This design comes from an exercise in tuning for small area on the open sky130 flow, not from production work. Only simulation tests tie the RTL to the original design; equivalence was not proved. Power and IR drop assume default switching activity.

==> inputs of violet <==
==> flow/design.v <==
package imem_loader_pkg;
    localparam int IMEM_DEPTH = 256;
    localparam int IMEM_AW    = 8;
    localparam int MAX_WORDS  = 256;
endpackage
module imem_ram (
    input  logic        clk,
    input  logic        we,
    input  logic [7:0]  waddr,
    input  logic [7:0]  wbyte_hi,
    input  logic [7:0]  wbyte_lo,
    input  logic [7:0]  raddr,
    output logic [15:0] rdata
);
    logic         phase_q;
    logic         set_q;     
    logic [7:0]   lo_q;
    logic [15:0]  word;
    logic [7:0]   paddr_q;
    logic [7:0]   uaddr;     
    logic         busy;
    logic         hit;
    logic [15:0]  mem_q [256];
    logic [15:0]  mem_d [256];
    logic [255:0] wsel_n;    
    logic [255:0] rsel_n;    
    logic [15:0]  col;       
    logic [15:0]  rbits;
    logic [15:0]  whi, wlo, rhi, rlo;
    assign busy  = we | set_q;
    assign uaddr = set_q ? paddr_q : waddr;
    assign word  = {wbyte_hi, lo_q};
    logic [3:0] whi_a_n, whi_b_n, wlo_a_n, wlo_b_n, rhi_a_n, rhi_b_n, rlo_a_n, rlo_b_n;
    imem_dec2e_n u_whi_a (.a (uaddr[5:4]), .e (busy), .y_n (whi_a_n));
    imem_dec2_n  u_whi_b (.a (uaddr[7:6]), .y_n (whi_b_n));
    imem_dec2_n  u_wlo_a (.a (uaddr[1:0]), .y_n (wlo_a_n));
    imem_dec2_n  u_wlo_b (.a (uaddr[3:2]), .y_n (wlo_b_n));
    imem_dec2_n  u_rhi_a (.a (raddr[5:4]),   .y_n (rhi_a_n));
    imem_dec2_n  u_rhi_b (.a (raddr[7:6]),   .y_n (rhi_b_n));
    imem_dec2_n  u_rlo_a (.a (raddr[1:0]),   .y_n (rlo_a_n));
    imem_dec2_n  u_rlo_b (.a (raddr[3:2]),   .y_n (rlo_b_n));
    for (genvar i = 0; i < 16; i++) begin : g_pre
        imem_nor2 u_whi (.a (whi_a_n[i % 4]), .b (whi_b_n[i / 4]), .y (whi[i]));
        imem_nor2 u_wlo (.a (wlo_a_n[i % 4]), .b (wlo_b_n[i / 4]), .y (wlo[i]));
        imem_nor2 u_rhi (.a (rhi_a_n[i % 4]), .b (rhi_b_n[i / 4]), .y (rhi[i]));
        imem_nor2 u_rlo (.a (rlo_a_n[i % 4]), .b (rlo_b_n[i / 4]), .y (rlo[i]));
    end
    for (genvar r = 0; r < 256; r++) begin : g_dec
        imem_nand2 u_wsn (.a (whi[r / 16]), .b (wlo[r % 16]), .y (wsel_n[r]));
        imem_nand2 u_rsn (.a (rhi[r / 16]), .b (rlo[r % 16]), .y (rsel_n[r]));
    end
    assign col = {16{set_q}} & (word ^ {16{phase_q}});
    always_ff @(posedge clk) begin
        phase_q <= ~phase_q;
        set_q   <= we;
        paddr_q <= waddr;
        if (we) lo_q <= wbyte_lo;
        for (int r = 0; r < 256; r++) mem_q[r] <= mem_d[r];
    end
    for (genvar r = 0; r < 256; r++) begin : g_row
        for (genvar b = 0; b < 16; b++) begin : g_bit
            imem_hold u_hold (
                .q  (mem_q[r][b]),
                .sn (wsel_n[r]),
                .d  (col[b]),
                .y  (mem_d[r][b])
            );
        end
    end
    for (genvar b = 0; b < 16; b++) begin : g_rd
        logic [127:0] l0;   
        logic [7:0]   l2;   
        for (genvar k = 0; k < 128; k++) begin : g_l0
            imem_or2and2_n u_l0 (
                .a0 (mem_q[2*k][b]),   .a1 (rsel_n[2*k]),
                .b0 (mem_q[2*k+1][b]), .b1 (rsel_n[2*k+1]),
                .y  (l0[k])
            );
        end
        for (genvar k = 0; k < 8; k++) begin : g_l2
            imem_nor4_nand4 u_l2 (.a (l0[16*k+15:16*k]), .y (l2[k]));
        end
        imem_rd_last u_l3 (.a (l2), .p (phase_q), .y (rbits[b]));
    end
    assign hit   = set_q && (raddr == paddr_q);
    assign rdata = hit ? word : rbits;
endmodule
module imem_hold (
    input  logic q,
    input  logic sn,
    input  logic d,
    output logic y
);
    assign y = ~(q & (sn | d));
endmodule
module imem_or2and2_n (
    input  logic a0,
    input  logic a1,
    input  logic b0,
    input  logic b1,
    output logic y
);
    assign y = ~((a0 | a1) & (b0 | b1));
endmodule
module imem_nor4_nand4 (
    input  logic [15:0] a,
    output logic        y
);
    logic [3:0] n;
    for (genvar i = 0; i < 4; i++) begin : g_n
        assign n[i] = ~|a[4*i+3:4*i];
    end
    assign y = ~&n;
endmodule
module imem_rd_last (
    input  logic [7:0] a,
    input  logic       p,
    output logic       y
);
    assign y = ((~|a[3:0]) & (~|a[7:4])) ^ p;
endmodule
module imem_nand2 (
    input  logic a,
    input  logic b,
    output logic y
);
    assign y = ~(a & b);
endmodule
module imem_nor2 (
    input  logic a,
    input  logic b,
    output logic y
);
    assign y = ~(a | b);
endmodule
module imem_dec2_n (
    input  logic [1:0] a,
    output logic [3:0] y_n
);
    for (genvar k = 0; k < 4; k++) begin : g_y
        assign y_n[k] = ~(a == 2'(k));
    end
endmodule
module imem_dec2e_n (
    input  logic [1:0] a,
    input  logic       e,
    output logic [3:0] y_n
);
    for (genvar k = 0; k < 4; k++) begin : g_y
        assign y_n[k] = ~(e && (a == 2'(k)));
    end
endmodule
module imem_loader (
    input  logic        clk,
    input  logic        rst_n,
    input  logic [7:0]  rx_data,
    input  logic        rx_valid,
    output logic        rx_ready,
    input  logic [15:0] pc,
    output logic [15:0] instruction,
    output logic        cpu_rst_n,
    output logic        load_error,
    output logic [8:0]  words_loaded
);
    localparam logic [2:0] CNT_HI  = 3'd0;
    localparam logic [2:0] CNT_LO  = 3'd1;
    localparam logic [2:0] DATA_HI = 3'd2;
    localparam logic [2:0] DATA_LO = 3'd3;
    localparam logic [2:0] DONE    = 3'd5;
    localparam logic [2:0] ERROR   = 3'd6;
    logic [2:0] state_q;
    logic [7:0] hi_q;       
    logic [8:0] cnt_q;      
    logic [8:0] words_q;    
    logic [8:0] words_inc;
    logic       accept;
    logic       we;
    assign rx_ready     = ~state_q[2];
    assign cpu_rst_n    = (state_q == DONE);
    assign load_error   = (state_q == ERROR);
    assign words_loaded = words_q;
    assign accept       = rx_valid & ~state_q[2];
    assign words_inc    = words_q + 9'd1;
    assign we           = accept & rst_n & (state_q == DATA_LO);
    always_ff @(posedge clk) begin
        if (rst_n && accept && !state_q[0]) hi_q <= rx_data;   
    end
    always_ff @(posedge clk) begin
        if (!rst_n) begin
            state_q <= CNT_HI;
            cnt_q   <= 9'd0;
            words_q <= 9'd0;
        end else if (accept) begin
            case (state_q)
                CNT_HI: begin
                    state_q <= CNT_LO;
                end
                CNT_LO: begin
                    cnt_q <= {hi_q[0], rx_data};
                    if ((hi_q[7:1] != 7'd0) || (hi_q[0] && rx_data != 8'd0))
                        state_q <= ERROR;
                    else if (!hi_q[0] && rx_data == 8'd0)
                        state_q <= DONE;
                    else
                        state_q <= DATA_HI;
                end
                DATA_HI: begin
                    state_q <= DATA_LO;
                end
                default: begin   
                    words_q <= words_inc;
                    state_q <= (words_inc == cnt_q) ? DONE : DATA_HI;
                end
            endcase
        end
    end
    imem_ram u_ram (
        .clk   (clk),
        .we    (we),
        .waddr (words_q[7:0]),
        .wbyte_hi (hi_q),
        .wbyte_lo (rx_data),
        .raddr (pc[7:0]),
        .rdata (instruction)
    );
endmodule
==> flow/flow/run.sh <==
#!/bin/bash
set -euo pipefail
CTS="-sink_clustering_enable -repair_clock_nets -sink_clustering_size 18 -sink_clustering_max_diameter 45 -buf_list sky130_fd_sc_hd__clkbuf_8 -dont_use_dummy_load"
bash standard.sh "CTS_ARGS=$CTS" "BUFFER_PORTS_ARGS=-buffer_cell sky130_fd_sc_hd__buf_1" finish > standard_flow.log 2>&1
==> flow/standard.sh <==
#!/bin/bash
# synth_recipe.tcl (not shown) runs the flow's synth.tcl, then flattens the netlist and writes it again
# the make line also repeats each setting of config.mk as NAME=value (left out here)
make -C /OpenROAD-flow-scripts/flow DESIGN_CONFIG=/design/flow/config.mk WORK_HOME=/design/flow/orfs CLKGATE_MAP_FILE= SYNTH_SCRIPT=/design/flow/synth_recipe.tcl "${@:-finish}"
==> flow/config.mk <==
export PLATFORM = sky130hd
export DESIGN_NAME = imem_loader
export DESIGN_NICKNAME = imem_loader
export VERILOG_FILES = /design/flow/design.v
export SDC_FILE = /design/flow/constraint.sdc
export NUM_CORES = 4
export LEC_CHECK = 0
export CAP_MARGIN = 20
export CORE_MARGIN = 2
export CORE_UTILIZATION = 50
export PLACE_DENSITY = 0.8
export SLEW_MARGIN = 20
export SYNTH_HIERARCHICAL = 1
==> flow/constraint.sdc <==
create_clock -name core_clock -period 12.0 [get_ports {clk}]
set_input_delay 2.4000 -clock core_clock [delete_from_list [all_inputs] [get_ports {clk}]]
set_output_delay 2.4000 -clock core_clock [all_outputs]
set_load 0.01 [all_outputs]
==> cedar: changes against violet <==
==> flow/design.v (replaced) <==
package imem_loader_pkg;
    localparam int IMEM_DEPTH = 256;
    localparam int IMEM_AW    = 8;
    localparam int MAX_WORDS  = 256;
endpackage
module imem_ram (
    input  logic        clk,
    input  logic        we,
    input  logic [7:0]  waddr,
    input  logic [15:0] wdata,
    input  logic [7:0]  raddr,
    output logic [15:0] rdata
);
    logic         phase_q;
    logic [15:0]  mem_q [256];
    logic [15:0]  mem_d [256];
    logic [255:0] wsel;      
    logic [255:0] wsel_n;
    logic [255:0] rsel_n;    
    logic [15:0]  wbits;
    logic [15:0]  whi, whi_n, wlo, wlo_n, rhi, rlo;
    always_comb begin
        for (int i = 0; i < 16; i++) begin
            whi[i]   = we && (waddr[7:4] == 4'(i));
            whi_n[i] = ~(we && (waddr[7:4] == 4'(i)));
            wlo[i]   = (waddr[3:0] == 4'(i));
            wlo_n[i] = ~(waddr[3:0] == 4'(i));
            rhi[i]   = (raddr[7:4] == 4'(i));
            rlo[i]   = (raddr[3:0] == 4'(i));
        end
    end
    for (genvar r = 0; r < 256; r++) begin : g_dec
        imem_nor2  u_ws  (.a (whi_n[r / 16]), .b (wlo_n[r % 16]), .y (wsel[r]));
        imem_nand2 u_wsn (.a (whi[r / 16]),   .b (wlo[r % 16]),   .y (wsel_n[r]));
        imem_nand2 u_rsn (.a (rhi[r / 16]),   .b (rlo[r % 16]),   .y (rsel_n[r]));
    end
    assign wbits = wdata ^ {16{phase_q}};
    always_ff @(posedge clk) begin
        phase_q <= ~phase_q;
        for (int r = 0; r < 256; r++) mem_q[r] <= mem_d[r];
    end
    for (genvar r = 0; r < 256; r++) begin : g_row
        for (genvar b = 0; b < 16; b++) begin : g_bit
            imem_hold u_hold (
                .q  (mem_q[r][b]),
                .s  (wsel[r]),
                .sn (wsel_n[r]),
                .d  (wbits[b]),
                .y  (mem_d[r][b])
            );
        end
    end
    for (genvar b = 0; b < 16; b++) begin : g_rd
        logic [127:0] l0;   
        logic [7:0]   l2;   
        for (genvar k = 0; k < 128; k++) begin : g_l0
            imem_or2and2_n u_l0 (
                .a0 (mem_q[2*k][b]),   .a1 (rsel_n[2*k]),
                .b0 (mem_q[2*k+1][b]), .b1 (rsel_n[2*k+1]),
                .y  (l0[k])
            );
        end
        for (genvar k = 0; k < 8; k++) begin : g_l2
            imem_nor4_nand4 u_l2 (.a (l0[16*k+15:16*k]), .y (l2[k]));
        end
        imem_rd_last u_l3 (.a (l2), .p (phase_q), .y (rdata[b]));
    end
endmodule
module imem_hold (
    input  logic q,
    input  logic s,
    input  logic sn,
    input  logic d,
    output logic y
);
    assign y = ~((q | s) & (sn | d));
endmodule
module imem_or2and2_n (
    input  logic a0,
    input  logic a1,
    input  logic b0,
    input  logic b1,
    output logic y
);
    assign y = ~((a0 | a1) & (b0 | b1));
endmodule
module imem_nor4_nand4 (
    input  logic [15:0] a,
    output logic        y
);
    logic [3:0] n;
    for (genvar i = 0; i < 4; i++) begin : g_n
        assign n[i] = ~|a[4*i+3:4*i];
    end
    assign y = ~&n;
endmodule
module imem_rd_last (
    input  logic [7:0] a,
    input  logic       p,
    output logic       y
);
    assign y = ((~|a[3:0]) & (~|a[7:4])) ^ p;
endmodule
module imem_nand2 (
    input  logic a,
    input  logic b,
    output logic y
);
    assign y = ~(a & b);
endmodule
module imem_nor2 (
    input  logic a,
    input  logic b,
    output logic y
);
    assign y = ~(a | b);
endmodule
module imem_loader (
    input  logic        clk,
    input  logic        rst_n,
    input  logic [7:0]  rx_data,
    input  logic        rx_valid,
    output logic        rx_ready,
    input  logic [15:0] pc,
    output logic [15:0] instruction,
    output logic        cpu_rst_n,
    output logic        load_error,
    output logic [8:0]  words_loaded
);
    localparam logic [2:0] CNT_HI  = 3'd0;
    localparam logic [2:0] CNT_LO  = 3'd1;
    localparam logic [2:0] DATA_HI = 3'd2;
    localparam logic [2:0] DATA_LO = 3'd3;
    localparam logic [2:0] DONE    = 3'd5;
    localparam logic [2:0] ERROR   = 3'd6;
    logic [2:0] state_q;
    logic [7:0] hi_q;       
    logic [8:0] cnt_q;      
    logic [8:0] words_q;    
    logic [8:0] words_inc;
    logic       accept;
    logic       we;
    assign rx_ready     = ~state_q[2];
    assign cpu_rst_n    = (state_q == DONE);
    assign load_error   = (state_q == ERROR);
    assign words_loaded = words_q;
    assign accept       = rx_valid & ~state_q[2];
    assign words_inc    = words_q + 9'd1;
    assign we           = accept & rst_n & (state_q == DATA_LO);
    always_ff @(posedge clk) begin
        if (!rst_n) begin
            state_q <= CNT_HI;
            hi_q    <= 8'h00;
            cnt_q   <= 9'd0;
            words_q <= 9'd0;
        end else if (accept) begin
            case (state_q)
                CNT_HI: begin
                    hi_q    <= rx_data;
                    state_q <= CNT_LO;
                end
                CNT_LO: begin
                    cnt_q <= {hi_q[0], rx_data};
                    if ((hi_q[7:1] != 7'd0) || (hi_q[0] && rx_data != 8'd0))
                        state_q <= ERROR;
                    else if (!hi_q[0] && rx_data == 8'd0)
                        state_q <= DONE;
                    else
                        state_q <= DATA_HI;
                end
                DATA_HI: begin
                    hi_q    <= rx_data;
                    state_q <= DATA_LO;
                end
                default: begin   
                    words_q <= words_inc;
                    state_q <= (words_inc == cnt_q) ? DONE : DATA_HI;
                end
            endcase
        end
    end
    imem_ram u_ram (
        .clk   (clk),
        .we    (we),
        .waddr (words_q[7:0]),
        .wdata ({hi_q, rx_data}),
        .raddr (pc[7:0]),
        .rdata (instruction)
    );
endmodule
==> flow/run.sh (new file) <==
#!/bin/bash
# synth_recipe.tcl (not shown) runs the flow's synth.tcl, then flattens the netlist and writes it again
# the make line also repeats each setting of config.mk as NAME=value (left out here)
make -C /OpenROAD-flow-scripts/flow DESIGN_CONFIG=/design/flow/config.mk WORK_HOME=/design/flow/orfs CLKGATE_MAP_FILE= SYNTH_SCRIPT=/design/flow/synth_recipe.tcl finish
--- a/flow/config.mk
+++ b/flow/config.mk
@@ -8,6 +8,9 @@
 export CAP_MARGIN = 20
 export CORE_MARGIN = 2
 export CORE_UTILIZATION = 50
-export PLACE_DENSITY = 0.8
+export CTS_BUF_LIST = sky130_fd_sc_hd__clkbuf_16
+export CTS_CLUSTER_DIAMETER = 60
+export CTS_CLUSTER_SIZE = 30
+export PLACE_DENSITY = 0.6
 export SLEW_MARGIN = 20
 export SYNTH_HIERARCHICAL = 1
removed: flow/flow/run.sh
removed: flow/standard.sh
==> onyx: changes against violet <==
--- a/flow/config.mk
+++ b/flow/config.mk
@@ -7,7 +7,7 @@
 export LEC_CHECK = 0
 export CAP_MARGIN = 20
 export CORE_MARGIN = 2
-export CORE_UTILIZATION = 50
-export PLACE_DENSITY = 0.8
+export CORE_UTILIZATION = 55
+export PLACE_DENSITY = 0.75
 export SLEW_MARGIN = 20
 export SYNTH_HIERARCHICAL = 1
==> comparison table <==
Post-Syn Nets: cedar 12,085; violet 11,823; onyx 11,823
Delay of the slowest cell on the worst path: cedar 1.11 ns; violet 1.12 ns; onyx 1.02 ns
Non-clk bufs: cedar 265; violet 159; onyx 163
Outcome: cedar timing/DRC/antenna clean; violet timing/DRC/antenna clean; onyx timing/DRC/antenna clean
Number of detailed-routing iterations run before antenna repair: cedar 9; violet 12; onyx 9
Placer Congestion: cedar 1.005; violet 0.9855; onyx 1.012
Worst Setup SP: cedar pc[1]; violet pc[1]; onyx pc[0]
Leak: cedar 0.05467 uW; violet 0.05097 uW; onyx 0.05150 uW
Worst Hold Path EP: cedar u_ram.mem_q[111][9]$_DFF_P_; violet u_ram.mem_q[67][5]$_DFF_P_; onyx u_ram.mem_q[138][2]$_DFF_P_
Cell with the most instances after synthesis: cedar o22ai_1; violet dfxtp_1; onyx dfxtp_1
Switching power share of the total: cedar 0.2544; violet 0.2198; onyx 0.2186
Final Worst Setup Slack: cedar 0.8204 ns; violet 1.505 ns; onyx 1.489 ns
Post-route cell area: cedar 146,600 sq um; violet 134,700 sq um; onyx 135,200 sq um
Synthesized cell area: cedar 130,100 sq um; violet 124,500 sq um; onyx 124,500 sq um
Avg Vias per Cell: cedar 7.606; violet 6.723; onyx 6.972
Final net count: cedar 12,568; violet 12,296; onyx 12,373
Synth Register Bits: cedar 4,126; violet 4,143; onyx 4,143
Reported combinational group power: cedar 1040 uW; violet 497 uW; onyx 498 uW
Via count of the routed design: cedar 122,976; violet 104,973; onyx 107,092
Initial core utilization: cedar 0.5017; violet 0.5018; onyx 0.5538

==> re-timing with driven ports <==
Ports are ideal in the flow. The routed layouts listed here were re-timed in OpenROAD. Step 1, drivers: a clkbuf_16 drives clk and a buf_2 each remaining input, both assumed. Step 2 moves the port delays by t, midway between the first and last clock arrival at a register: inputs arrive t later, outputs are due t later. That takes back most of the time a late clock gives input paths. Slacks: ideal ports / drivers / drivers and shift; pairs: ideal ports / drivers.
run | shift t [ns] | slack for setup (ns) | worst slew at a driven data input, ns
violet | 1.175 | 1.505 / 1.477 / 1.477 | 0.26
cedar | 1.061 | 0.820 / 0.789 / 0.789 | 0.20
onyx | 1.198 | 1.489 / 1.283 / 1.283 | 0.22
After both steps every run listed still meets setup and hold. For onyx, which loses most, drivers alone change the setup slack by -0.206 ns; drivers and shift together by -0.206 ns.
